From an optimization exercise on the open Yosys and OpenROAD flow, aimed at small area, a short achievable clock period and few clock cycles per item; shortcuts taken in it are not production practice. RTL that was checked went through simulation tests only; none was proved equivalent to the original. Power and IR drop assume default switching activity.

== P ==
## fifo_hexdump_top
module fifo_hexdump_top #(
    parameter int BOOT_LINES     = 30,
    parameter int USER_LINES     = 8,
    parameter int BYTES_PER_LINE = 16
) (
    input  wire                                  MCLK,
    input  wire                                  rst,
    input  wire                                  buf_wr_en_n,
    input  wire  [fifo_hexdump_pkg::BUF_BIT_AW-1:0] buf_wr_addr,
    input  wire                                  buf_wr_bit,
    input  wire                                  send_boot_n,
    input  wire                                  send_user_n,
    input  wire  [11:0]                          rel_page,
    input  wire                                  fifo_en_n,
    input  wire                                  txe_n,
    output logic [7:0]                           fifo_data,
    output logic                                 wr_n
);
For scale: ~7600 cells after synthesis, ~0.14 mm2 of cells after synthesis.
==> module message_sequencer, before the edit <==
module message_sequencer #(
    parameter int BOOT_LINES     = 30,
    parameter int USER_LINES     = 8,
    parameter int BYTES_PER_LINE = 16
) (
    input  wire                                        MCLK,
    input  wire                                        rst,
    input  wire                                        send_boot_n,
    input  wire                                        send_user_n,
    input  wire                                        fifo_en_n,
    input  wire  [11:0]                                rel_page,
    output logic [fifo_hexdump_pkg::BUF_BYTE_AW-1:0]   rd_addr,
    input  wire  [7:0]                                 rd_data,
    input  wire                                        adv,
    output logic                                       go,
    output logic [7:0]                                 ch
);
    localparam int AW         = fifo_hexdump_pkg::BUF_BYTE_AW;
    localparam int BOOT_BYTES = BOOT_LINES * BYTES_PER_LINE;
    localparam int USER_BYTES = USER_LINES * BYTES_PER_LINE;
    localparam int BPL_W      = $clog2(BYTES_PER_LINE);
    logic [3:0]    pos;
    logic          boot;
    logic [4:0]    ti;
    logic [AW-1:0] b;
    logic [7:0]    cur_byte;
    logic [11:0]   page_q;
    assign rd_addr = b;
    always_ff @(posedge MCLK) begin
        cur_byte <= rd_data;
        page_q   <= rel_page;
    end
    logic req, rel;
    assign rel = send_boot_n && send_user_n;
    assign req = !rel && !fifo_en_n;
    logic last_title, line_end, dump_end;
    assign last_title = boot ? (ti == 5'd31) : (ti == 5'd16);
    assign line_end   = (b[BPL_W-1:0] == '0);            
    assign dump_end   = (b == (boot ? AW'(BOOT_BYTES) : AW'(USER_BYTES)));
    always_ff @(posedge MCLK) begin
        if (rst || rel) begin
            pos <= fifo_hexdump_pkg::P_IDLE;
        end else if (pos == fifo_hexdump_pkg::P_IDLE) begin
            if (req) begin
                pos  <= fifo_hexdump_pkg::P_TITLE;
                boot <= !send_boot_n;
                ti   <= '0;
                b    <= '0;
            end
        end else if (adv) begin
            case (pos)
                fifo_hexdump_pkg::P_TITLE: begin
                    ti <= ti + 5'd1;
                    if (last_title) pos <= fifo_hexdump_pkg::P_HI;
                end
                fifo_hexdump_pkg::P_HI: pos <= fifo_hexdump_pkg::P_LO;
                fifo_hexdump_pkg::P_LO: begin
                    b   <= b + AW'(1);                       
                    pos <= fifo_hexdump_pkg::P_SP;
                end
                fifo_hexdump_pkg::P_SP: pos <= line_end ? fifo_hexdump_pkg::P_CR : fifo_hexdump_pkg::P_HI;
                fifo_hexdump_pkg::P_CR:  pos <= fifo_hexdump_pkg::P_LF;
                fifo_hexdump_pkg::P_LF:  pos <= dump_end ? fifo_hexdump_pkg::P_CR2 : fifo_hexdump_pkg::P_HI;
                fifo_hexdump_pkg::P_CR2: pos <= fifo_hexdump_pkg::P_LF2;
                default:                 pos <= fifo_hexdump_pkg::P_DONE;
            endcase
        end
    end
    assign go = (pos != fifo_hexdump_pkg::P_IDLE) && (pos != fifo_hexdump_pkg::P_DONE);
    function automatic logic [7:0] hexc(input logic [3:0] n);
        hexc = (n < 4'd10) ? (8'h30 + {4'h0, n}) : (8'h37 + {4'h0, n});
    endfunction
    logic [7:0] title_ch;
    text_rom u_text_rom (
        .boot (boot),
        .idx  (ti),
        .ch   (title_ch)
    );
    logic [7:0] user_tail;
    always_comb begin
        case (ti)
            5'd12:   user_tail = hexc(page_q[11:8]);
            5'd13:   user_tail = hexc(page_q[7:4]);
            5'd14:   user_tail = hexc(page_q[3:0]);
            5'd15:   user_tail = fifo_hexdump_pkg::CHAR_CR;
            default: user_tail = fifo_hexdump_pkg::CHAR_LF;
        endcase
    end
    always_comb begin
        case (pos)
            fifo_hexdump_pkg::P_TITLE: ch = (boot || ti < 5'd12) ? title_ch : user_tail;
            fifo_hexdump_pkg::P_HI:    ch = hexc(cur_byte[7:4]);
            fifo_hexdump_pkg::P_LO:    ch = hexc(cur_byte[3:0]);
            fifo_hexdump_pkg::P_SP:    ch = fifo_hexdump_pkg::CHAR_SPACE;
            fifo_hexdump_pkg::P_CR,
            fifo_hexdump_pkg::P_CR2:   ch = fifo_hexdump_pkg::CHAR_CR;
            default:                   ch = fifo_hexdump_pkg::CHAR_LF;
        endcase
    end
endmodule
clock: 25.0 ns
lec_check: 0
abc_clock_period_in_ps: 5000
cap_margin: 20
core_margin: 2
core_utilization: 70
cts_cluster_diameter: 80
cts_cluster_size: 28
place_density: 0.78
slew_margin: 20
synth_hierarchical: 1
synth_minimum_keep_size: 0
standard.sh (not shown) runs the stock make flow with config.mk's settings and CLKGATE_MAP_FILE= SYNTH_SCRIPT=/design/flow/synth_recipe.tcl, a recipe that flattens the netlist after the stock synthesis.
==> flow/flow/run.sh <==
#!/bin/bash
# The standard ORFS flow (the standard.sh, unchanged synthesis), with the
# timing repair after CTS and after global routing asked to keep a setup
# margin, so that it works on the paths that set the achieved period.
set -euo pipefail
bash standard.sh SETUP_SLACK_MARGIN=19.0 finish > run_standard.log 2>&1
Testbench counts of P, summed over its fixed seeds: cycles 57,032, chars 18,976.
Here is what was changed in the inputs of Q compared with P.
--- a/flow/design.v
+++ b/flow/design.v
@@ -224,11 +224,11 @@
                 fifo_hexdump_pkg::P_CR2: pos <= fifo_hexdump_pkg::P_LF2;
                 default:                 pos <= fifo_hexdump_pkg::P_DONE;
             endcase
         end
     end
-    assign go = (pos != fifo_hexdump_pkg::P_IDLE) && (pos != fifo_hexdump_pkg::P_DONE);
+    assign go = (pos == fifo_hexdump_pkg::P_IDLE) ? req : (pos != fifo_hexdump_pkg::P_DONE);
     function automatic logic [7:0] hexc(input logic [3:0] n);
         hexc = (n < 4'd10) ? (8'h30 + {4'h0, n}) : (8'h37 + {4'h0, n});
     endfunction
     logic [7:0] title_ch;
     text_rom u_text_rom (
@@ -246,10 +246,11 @@
             default: user_tail = fifo_hexdump_pkg::CHAR_LF;
         endcase
     end
     always_comb begin
         case (pos)
+            fifo_hexdump_pkg::P_IDLE:  ch = send_boot_n ? "U" : "B";         
             fifo_hexdump_pkg::P_TITLE: ch = (boot || ti < 5'd12) ? title_ch : user_tail;
             fifo_hexdump_pkg::P_HI:    ch = hexc(cur_byte[7:4]);
             fifo_hexdump_pkg::P_LO:    ch = hexc(cur_byte[3:0]);
             fifo_hexdump_pkg::P_SP:    ch = fifo_hexdump_pkg::CHAR_SPACE;
             fifo_hexdump_pkg::P_CR,
Count of input and output buffers: Q vs P — no meaningful difference
~same arrival time of data at the critical path endpoint in Q and P
The detail-routed net length per standard cell in Q sits 0.29 um below the value recorded for P.
Compared with P, Q shows a switching share of power that is 0.23 points higher.
Total instance count after detailed placement of Q is on par with P.
Function not checked in Q: the RTL went through the layout flow alone.


== lane 4 ==
fifo_hexdump_top, a different RTL version from the one above (not shown whole).
Size: about 7100 cells after synthesis, ~42 I/O pins, roughly 0.14 mm² of cells after synthesis.
==> module sipo_buffer, before the edit <==
module sipo_buffer #(
    parameter int NBYTES = 480
) (
    input  wire                                        MCLK,
    input  wire                                        buf_wr_en_n,
    input  wire  [fifo_hexdump_pkg::BUF_BIT_AW-1:0]    buf_wr_addr,
    input  wire                                        buf_wr_bit,
    input  wire  [fifo_hexdump_pkg::BUF_BYTE_AW-1:0]   rd_addr,
    output logic [7:0]                                 rd_data
);
    localparam int AW = fifo_hexdump_pkg::BUF_BYTE_AW;
    logic [AW-1:0] na;
    assign na = !buf_wr_en_n ? buf_wr_addr[fifo_hexdump_pkg::BUF_BIT_AW-1:3] : rd_addr;
    localparam int NB = (NBYTES + 7) / 8;
    logic [7:0]    p0_n;
    logic [NB-1:0] blk;
    logic [7:0]    wsel;             
    logic          w_d;
    always_ff @(posedge MCLK) begin
        for (int i = 0; i < 8; i++) begin
            p0_n[i] <= (na[2:0] != 3'(i));
            wsel[i] <= !buf_wr_en_n && (buf_wr_addr[2:0] == 3'(7 - i));
        end
        for (int j = 0; j < NB; j++) blk[j] <= (na[AW-1:3] == (AW-3)'(j));
        w_d <= buf_wr_bit;
    end
    logic [NB-1:0] blk_n;
    assign blk_n = ~blk;
    logic [NBYTES-1:0] rsel;
    for (genvar r = 0; r < NBYTES; r++) begin : g_sel
        assign rsel[r] = !(p0_n[r % 8] | blk_n[r / 8]);
    end
    logic [8*NBYTES-1:0] store;
    localparam int NG = (NB + 2) / 3;
    logic [3*NG-1:0] gblk;
    always_comb begin
        gblk = '0;
        for (int j = 0; j < NB; j++) gblk[j] = blk[j];
    end
    logic [7:0] lane [8];
    for (genvar i = 0; i < 8; i++) begin : g_lane
        logic [24*NG-1:0] gdat;
        logic [8*NG-1:0]  gy_n;
        always_comb begin
            gdat = '0;
            for (int j = 0; j < NB; j++)
                if (8*j + i < NBYTES) gdat[8*j +: 8] = store[8*(8*j + i) +: 8];
        end
        for (genvar g = 0; g < NG; g++) begin : g_rd
            rd_group u_rd (
                .sel (gblk[3*g +: 3]),
                .d   (gdat[24*g +: 24]),
                .y_n (gy_n[8*g +: 8])
            );
        end
        always_comb begin
            lane[i] = '0;
            for (int g = 0; g < NG; g++) lane[i] = lane[i] | ~gy_n[8*g +: 8];
        end
    end
    always_comb begin
        rd_data = '0;
        for (int i = 0; i < 8; i++) rd_data = rd_data | (lane[i] & {8{!p0_n[i]}});
    end
    logic [7:0] wbyte;
    for (genvar c = 0; c < 8; c++) begin : g_merge
        assign wbyte[c] = wsel[c] ? w_d : rd_data[c];
    end
    for (genvar r = 0; r < NBYTES; r++) begin : g_row
        always_ff @(posedge MCLK) begin
            if (rsel[r]) store[8*r +: 8] <= wbyte;
        end
    end
endmodule
==> flow/config.mk <==
export PLATFORM = sky130hd
export DESIGN_NAME = fifo_hexdump_top
export DESIGN_NICKNAME = fifo_hexdump_top
export VERILOG_FILES = /design/flow/design.v
export SDC_FILE = /design/flow/constraint.sdc
export NUM_CORES = 8
export LEC_CHECK = 0
export ABC_CLOCK_PERIOD_IN_PS = 5000
export CAP_MARGIN = 20
export CORE_MARGIN = 2
export CORE_UTILIZATION = 70
export CTS_CLUSTER_DIAMETER = 80
export CTS_CLUSTER_SIZE = 28
export PLACE_DENSITY = 0.78
export SLEW_MARGIN = 20
export SYNTH_HIERARCHICAL = 1
export SYNTH_MINIMUM_KEEP_SIZE = 0
==> flow/constraint.sdc <==
create_clock -name core_clock -period 25.0 [get_ports {MCLK}]
set_input_delay 5.0000 -clock core_clock [delete_from_list [all_inputs] [get_ports {MCLK}]]
set_output_delay 5.0000 -clock core_clock [all_outputs]
set_load 0.01 [all_outputs]
Scripts as last shown in full above: flow/flow/run.sh
Here is what was changed in the inputs of lane 1 compared with lane 4.
diff --git a/flow/design.v b/flow/design.v
--- a/flow/design.v
+++ b/flow/design.v
@@ -33,19 +33,21 @@
     logic [AW-1:0] na;
     assign na = !buf_wr_en_n ? buf_wr_addr[fifo_hexdump_pkg::BUF_BIT_AW-1:3] : rd_addr;
-    localparam int NB = (NBYTES + 7) / 8;
-    logic [7:0]    p0_n;
-    logic [NB-1:0] blk;
-    logic [7:0]    wsel;             
-    logic          w_d;
+    logic [7:0] p0_n, p1_n, p2_n;    
+    logic [7:0] wsel;                
+    logic       w_d;
     always_ff @(posedge MCLK) begin
         for (int i = 0; i < 8; i++) begin
             p0_n[i] <= (na[2:0] != 3'(i));
+            p1_n[i] <= (na[5:3] != 3'(i));
+            p2_n[i] <= (na[9:6] != 4'(i));
             wsel[i] <= !buf_wr_en_n && (buf_wr_addr[2:0] == 3'(7 - i));
         end
-        for (int j = 0; j < NB; j++) blk[j] <= (na[AW-1:3] == (AW-3)'(j));
         w_d <= buf_wr_bit;
     end
+    localparam int NB = (NBYTES + 7) / 8;
     logic [NB-1:0] blk_n;
-    assign blk_n = ~blk;
+    for (genvar j = 0; j < NB; j++) begin : g_blk
+        assign blk_n[j] = p1_n[j % 8] | p2_n[j / 8];
+    end
     logic [NBYTES-1:0] rsel;
     for (genvar r = 0; r < NBYTES; r++) begin : g_sel
@@ -57,5 +59,5 @@
     always_comb begin
         gblk = '0;
-        for (int j = 0; j < NB; j++) gblk[j] = blk[j];
+        for (int j = 0; j < NB; j++) gblk[j] = !blk_n[j];
     end
     logic [7:0] lane [8];
@@ -88,10 +90,29 @@
         assign wbyte[c] = wsel[c] ? w_d : rd_data[c];
     end
+    logic [NBYTES-1:0] hold;
+    row_hold #(
+        .NBYTES (NBYTES)
+    ) u_hold (
+        .p0    (~p0_n),
+        .blk   (gblk[NB-1:0]),
+        .hold  (hold)
+    );
     for (genvar r = 0; r < NBYTES; r++) begin : g_row
         always_ff @(posedge MCLK) begin
-            if (rsel[r]) store[8*r +: 8] <= wbyte;
+            store[8*r +: 8] <= (wbyte & {8{rsel[r]}}) | (store[8*r +: 8] & {8{hold[r]}});
         end
     end
 endmodule
+module row_hold #(
+    parameter int NBYTES = 480
+) (
+    input  wire  [7:0]                    p0,
+    input  wire  [(NBYTES + 7) / 8 - 1:0] blk,
+    output logic [NBYTES-1:0]             hold
+);
+    for (genvar r = 0; r < NBYTES; r++) begin : g_hold
+        assign hold[r] = !(p0[r % 8] & blk[r / 8]);
+    end
+endmodule
 module rd_group (
     input  wire  [2:0]  sel,
Results
Lane 1 vs lane 4 — non-clock buffer count climbed by more than a quarter
Lane 1 has first-pass GRT wire length above what lane 4 had.
In the metrics for lane 4 and lane 1, the one carrying the lower hold slack is lane 1.
On cell area, the higher figure sits with lane 4, not lane 1.
Between lane 4 and lane 1, the via count is lower for lane 4.
Compared to lane 4, lane 1 has clock share of power 5.7 points higher.
Net switching power ended up 0.29 mW lower on lane 1 than on lane 4.
Testbench counts of lane 1, summed over its fixed seeds: cycles 57,008, chars 18,976.
The RTL of lane 4 was laid out without a check of its function.


fifo_hexdump_top, a different RTL version from the one above (not shown whole).
==> module sipo_buffer, before the edit <==
module sipo_buffer #(
    parameter int NBYTES = 480
) (
    input  wire                                        MCLK,
    input  wire                                        buf_wr_en_n,
    input  wire  [fifo_hexdump_pkg::BUF_BIT_AW-1:0]    buf_wr_addr,
    input  wire                                        buf_wr_bit,
    input  wire  [fifo_hexdump_pkg::BUF_BYTE_AW-1:0]   rd_addr,
    output logic [7:0]                                 rd_data
);
    localparam int AW = fifo_hexdump_pkg::BUF_BYTE_AW;
    logic [AW-1:0] na;
    assign na = !buf_wr_en_n ? buf_wr_addr[fifo_hexdump_pkg::BUF_BIT_AW-1:3] : rd_addr;
    logic [7:0] p0_n, p1_n, p2_n;    
    logic [7:0] wsel;                
    logic       w_d;
    always_ff @(posedge MCLK) begin
        for (int i = 0; i < 8; i++) begin
            p0_n[i] <= (na[2:0] != 3'(i));
            p1_n[i] <= (na[5:3] != 3'(i));
            p2_n[i] <= (na[9:6] != 4'(i));
            wsel[i] <= !buf_wr_en_n && (buf_wr_addr[2:0] == 3'(7 - i));
        end
        w_d <= buf_wr_bit;
    end
    localparam int NB = (NBYTES + 7) / 8;
    logic [NB-1:0] blk_n;
    for (genvar j = 0; j < NB; j++) begin : g_blk
        assign blk_n[j] = p1_n[j % 8] | p2_n[j / 8];
    end
    logic [8*NBYTES-1:0] store;
    localparam int NG = (NB + 2) / 3;
    logic [3*NG-1:0] gblk;
    always_comb begin
        gblk = '0;
        for (int j = 0; j < NB; j++) gblk[j] = !blk_n[j];
    end
    logic [7:0] lane [8];
    for (genvar i = 0; i < 8; i++) begin : g_lane
        logic [24*NG-1:0] gdat;
        logic [8*NG-1:0]  gy_n;
        always_comb begin
            gdat = '0;
            for (int j = 0; j < NB; j++)
                if (8*j + i < NBYTES) gdat[8*j +: 8] = store[8*(8*j + i) +: 8];
        end
        for (genvar g = 0; g < NG; g++) begin : g_rd
            rd_group u_rd (
                .sel (gblk[3*g +: 3]),
                .d   (gdat[24*g +: 24]),
                .y_n (gy_n[8*g +: 8])
            );
        end
        always_comb begin
            lane[i] = '0;
            for (int g = 0; g < NG; g++) lane[i] = lane[i] | ~gy_n[8*g +: 8];
        end
    end
    always_comb begin
        rd_data = '0;
        for (int i = 0; i < 8; i++) rd_data = rd_data | (lane[i] & {8{!p0_n[i]}});
    end
    logic [7:0] wbyte;
    for (genvar c = 0; c < 8; c++) begin : g_merge
        assign wbyte[c] = wsel[c] ? w_d : rd_data[c];
    end
    logic [NBYTES-1:0] hold;
    for (genvar r = 0; r < NBYTES; r++) begin : g_hold
        assign hold[r] = !(!p0_n[r % 8] & gblk[r / 8]);
    end
    logic [7:0]          wbyte_n;
    logic [8*NBYTES-1:0] store_d;
    assign wbyte_n = ~wbyte;
    for (genvar r = 0; r < NBYTES; r++) begin : g_row
        row_next u_next (
            .q      (store[8*r +: 8]),
            .sel_n  (hold[r]),
            .hold   (hold[r]),
            .w_n    (wbyte_n),
            .d      (store_d[8*r +: 8])
        );
        always_ff @(posedge MCLK) begin
            store[8*r +: 8] <= store_d[8*r +: 8];
        end
    end
endmodule
export LEC_CHECK = 0
export ABC_CLOCK_PERIOD_IN_PS = 5000
export CAP_MARGIN = 20
export CORE_MARGIN = 2
export CORE_UTILIZATION = 60
export CTS_CLUSTER_DIAMETER = 80
export CTS_CLUSTER_SIZE = 28
export PLACE_DENSITY = 0.68
export SLEW_MARGIN = 20
export SYNTH_HIERARCHICAL = 1
export SYNTH_MINIMUM_KEEP_SIZE = 0
create_clock -name core_clock -period 25.0 [get_ports {MCLK}]
Scripts as last shown in full above: flow/flow/run.sh
The starting point completed without violations.
Change:
--- a/flow/design.v
+++ b/flow/design.v
@@ -86,9 +86,13 @@
         assign wbyte[c] = wsel[c] ? w_d : rd_data[c];
     end
     logic [NBYTES-1:0] hold;
-    for (genvar r = 0; r < NBYTES; r++) begin : g_hold
-        assign hold[r] = !(!p0_n[r % 8] & gblk[r / 8]);
-    end
+    row_hold #(
+        .NBYTES (NBYTES)
+    ) u_hold (
+        .p0   (~p0_n),
+        .blk  (gblk[NB-1:0]),
+        .hold (hold)
+    );
     logic [7:0]          wbyte_n;
     logic [8*NBYTES-1:0] store_d;
     assign wbyte_n = ~wbyte;
@@ -105,6 +109,17 @@
         end
     end
 endmodule
+module row_hold #(
+    parameter int NBYTES = 480
+) (
+    input  wire  [7:0]                    p0,
+    input  wire  [(NBYTES + 7) / 8 - 1:0] blk,
+    output logic [NBYTES-1:0]             hold
+);
+    for (genvar r = 0; r < NBYTES; r++) begin : g_hold
+        assign hold[r] = !(p0[r % 8] & blk[r / 8]);
+    end
+endmodule
 module row_next (
     input  wire  [7:0] q,
     input  wire        sel_n,
What happened: Final area shrinks slightly. First-iteration DRC count shrinks by a few percent. Worst setup slack gets better by 110 ps. Critical path depth is unchanged. Sequential cell count does not change. Clock skew barely changes. Fmax increases slightly.
Testbench counts after the change, summed over its fixed seeds: cycles 57,008, chars 18,976.
For the first run of this note, only the layout was checked, not whether the RTL still works.

-- re-timing with driven ports --
The flow's constraints put no driver on any port. The routed layouts listed below were extracted and timed again, unchanged, in two steps. Step 1 (the two cells are an assumption about what drives the block):
set clk [get_ports {MCLK}]
set_driving_cell -lib_cell sky130_fd_sc_hd__clkbuf_16 $clk
set_driving_cell -lib_cell sky130_fd_sc_hd__buf_2 [delete_from_list [all_inputs] $clk]
Step 2 times the ports against the registers' clock, not the clock port: input delays grow and output delays shrink by t, the midpoint of the rising clock arrivals with the driver on. Three values: no drivers, after step 1, after step 2; two values: the first two.
| run | shift t [ns] | setup WS [ns] | slew at the worst register clock pin (ns) | cell pins on the clock port's net |
|---|---|---|---|---|
| P | 0.945 | 18.687 / 18.595 / 18.190 | 0.11 / 0.11 | 1 |
| Q | 0.943 | 18.700 / 18.603 / 18.208 | 0.11 / 0.11 | 1 |
| lane 4 | 0.955 | 18.690 / 18.594 / 18.227 | 0.11 / 0.11 | 1 |
| lane 1 | 0.969 | 18.677 / 18.578 / 18.216 | 0.12 / 0.12 | 1 |
| the first run of note 3 | 0.962 | 18.586 / 18.493 / 18.155 | 0.11 / 0.11 | 1 |
| the second run of note 3 | 0.946 | 18.695 / 18.601 / 18.195 | 0.11 / 0.11 | 1 |
After both steps setup and hold are still met in every run listed. For the second run of note 3, which loses most, drivers alone change the setup slack by -0.094 ns; drivers and shift together by -0.500 ns.
